What follows belongs to an exercise in optimizing a design on an open flow for small area and few clock cycles per item; a production flow would make more cautious choices.
Function was checked by simulation only, so behaviour that the tests miss may differ from the original.

## north
## bc1_bc2_bc3_block_decoder
module bc1_bc2_bc3_block_decoder
#(
	parameter int MAX_DIM = bc_pkg::BC_MAX_DIM
) (
	input  wire logic                 clk,
	input  wire logic                 arst_n,
	input  wire logic                 blk_valid,
	output logic                      blk_stall,
	input  wire logic [149:0]         blk_data,
	output logic                      row_valid,
	input  wire logic                 row_stall,
	output logic      [156:0]         row_data,
	input  wire logic                 psel,
	input  wire logic                 penable,
	input  wire logic                 pwrite,
	input  wire logic [bc_pkg::BC_ADDR_W-1:0] paddr,
	input  wire logic [31:0]          pwdata,
	output logic      [31:0]          prdata,
	output logic                      pready
);
For scale: roughly 2800 cells after synthesis, ~180 flip-flops, about 380 I/O pins, roughly 19000 um2 of cells after synthesis.
Settings: LEC_CHECK=0, ABC_AREA=1, CAP_MARGIN=20, CORE_MARGIN=2, CORE_UTILIZATION=60, GPL_TIMING_DRIVEN=0, SLEW_MARGIN=20; clock period 7.0 ns.
standard.sh (not shown) runs the stock make flow with config.mk's settings and CLKGATE_MAP_FILE= SYNTH_SCRIPT=/design/flow/synth_recipe.tcl, a recipe that flattens the netlist after the stock synthesis.
==> flow/flow/run.sh <==
#!/bin/bash
# Own layout flow: the standard ORFS flow, with an area-oriented logic synthesis.
# The only changes are in a copy of ORFS's scripts folder:
#   - synth.tcl: no extract_fa (full/half adder extraction) and no Kogge-Stone carry map, so
#     adders stay ripple-carry logic that ABC optimizes with the rest;
#   - abc_area.script: ABC restructures (deepsyn) and maps with a 5 ns delay target, without buffer/upsize.
# and the ports are buffered with the smallest buffer (buf_1) instead of clkdlybuf4s50_1.
# Registers, their names and the rest of the flow are unchanged. Each tool's log is kept in
# orfs/logs (ORFS) and in the make logs written here.
set -euo pipefail
W=$PWD
S=$W/flow_scripts
rm -rf "$S"
mkdir -p "$S"
cp -r "$FLOW_HOME/scripts/." "$S/"
cp "$W/flow/abc_area.script" "$S/abc_area.script"
python3 - "$S/synth.tcl" <<'PY'
import sys
p = sys.argv[1]
s = open(p).read()
a = "  extract_fa {*}[dont_use_extract_fa_args]\n"
b = '    "-extra-map $::env(FLOW_HOME)/platforms/common/lcu_kogge_stone.v"]'
assert a in s and b in s
s = s.replace(a, "").replace(b, "    ]")
open(p, "w").write(s)
PY
bash standard.sh SCRIPTS_DIR="$S" BUFFER_PORTS_ARGS="-buffer_cell sky130_fd_sc_hd__buf_1" finish > "$W/make_flow.log" 2>&1
==> flow/flow/abc_area.script <==
strash
&get -n
&deepsyn -T 60
&put
dch
map -D 5.0
topo
Testbench counts of north, summed over its fixed seeds: cycles 8,200, items 8,192.
Input-level comparison between south and north:
diff --git a/flow/flow/run.sh b/flow/flow/run.sh
--- a/flow/flow/run.sh
+++ b/flow/flow/run.sh
@@ -5,4 +5,3 @@
 #     adders stay ripple-carry logic that ABC optimizes with the rest;
-#   - abc_area.script: ABC restructures (deepsyn) and maps with a 5 ns delay target, without buffer/upsize.
-# and the ports are buffered with the smallest buffer (buf_1) instead of clkdlybuf4s50_1.
+#   - abc_area.script: ABC maps for area (deepsyn, then amap) instead of map/buffer/upsize.
 # Registers, their names and the rest of the flow are unchanged. Each tool's log is kept in
@@ -26,2 +25,2 @@
 PY
-bash standard.sh SCRIPTS_DIR="$S" BUFFER_PORTS_ARGS="-buffer_cell sky130_fd_sc_hd__buf_1" finish > "$W/make_flow.log" 2>&1
+bash standard.sh SCRIPTS_DIR="$S" finish > "$W/make_flow.log" 2>&1
==> flow/flow/abc_area.script <==
strash
&get -n
&deepsyn -T 60
&put
dch
amap -m
topo
diff --git a/flow/config.mk b/flow/config.mk
--- a/flow/config.mk
+++ b/flow/config.mk
@@ -10,4 +10,3 @@
 export CORE_MARGIN = 2
-export CORE_UTILIZATION = 60
-export GPL_TIMING_DRIVEN = 0
+export CORE_UTILIZATION = 40
 export SLEW_MARGIN = 20
Notes after the runs:
[south] flow finished | final checks: failed | reasons: negative setup slack
Looking only at global-route usage, and setting everything else aside, the lower value of south and north goes to south.
For clock insertion delay at the later pin of the skew report, south and north come out practically identical.
On total wire length, south does worse than north.
Relative to north, cell count of the worst reg-to-reg path increased by 1 in south.
Diff north -> south | filler cell count in the final layout | up by more than half
The higher largest fanout of any net on the critical path came out of north.
The run showing the smaller worst slack at placement is north.
### south -> east
diff --git a/flow/flow/run.sh b/flow/flow/run.sh
--- a/flow/flow/run.sh
+++ b/flow/flow/run.sh
@@ -6,2 +6,3 @@
 #   - abc_area.script: ABC maps for area (deepsyn, then amap) instead of map/buffer/upsize.
+# and the ports are buffered with the smallest buffer (buf_1) instead of clkdlybuf4s50_1.
 # Registers, their names and the rest of the flow are unchanged. Each tool's log is kept in
@@ -25,2 +26,2 @@
 PY
-bash standard.sh SCRIPTS_DIR="$S" finish > "$W/make_flow.log" 2>&1
+bash standard.sh SCRIPTS_DIR="$S" BUFFER_PORTS_ARGS="-buffer_cell sky130_fd_sc_hd__buf_1" finish > "$W/make_flow.log" 2>&1
diff --git a/flow/config.mk b/flow/config.mk
--- a/flow/config.mk
+++ b/flow/config.mk
@@ -11,2 +11,3 @@
 export CORE_UTILIZATION = 40
+export GPL_TIMING_DRIVEN = 0
 export SLEW_MARGIN = 20
[summary]
As for a clean layout from south and east, there is none. south and east ended up with nearly the same length of routed met3 wiring. Length of routed wiring on met1: east < south. Re largest incremental delay on the critical path: south was lower than east. south and east ended up with nearly the same share of synthesized flip-flops with an asynchronous set or reset. [compare] base=south new=east: sequential share of layout area increased by 2.9 points relative to the old numbers; area growth from synthesis to final layout decreased by 18 points relative to the old numbers. south leaves less setup margin than east. Where achievable frequency is concerned, south is outperformed by east.

==> separate check: timing with driven ports <==
In the flow no input, the clock included, has a driving cell. The finished layouts below were timed again as built, in two steps. Step 1 assumes that a clkbuf_16 drives the clock port and a buf_2 every other input. Step 2 times the ports against the registers' clock, not the clock port: input delays grow and output delays shrink by t, the midpoint of the rising clock arrivals with the driver on. Slacks: no drivers / after step 1 / after step 2; pairs: no drivers / after step 1.
run	shift t [ns]	setup WS [ns]	worst setup path at the end
north	0.504	0.166 / 0.116 / -0.158	input to register
south	0.497	-0.198 / -0.168 / -0.665	input to register
east	0.499	-0.010 / -0.003 / -0.502	input to register
With both steps, setup timing fails in north, where it was met with ideal ports. For east, which loses most, drivers alone change the setup slack by +0.007 ns; drivers and shift together by -0.492 ns.
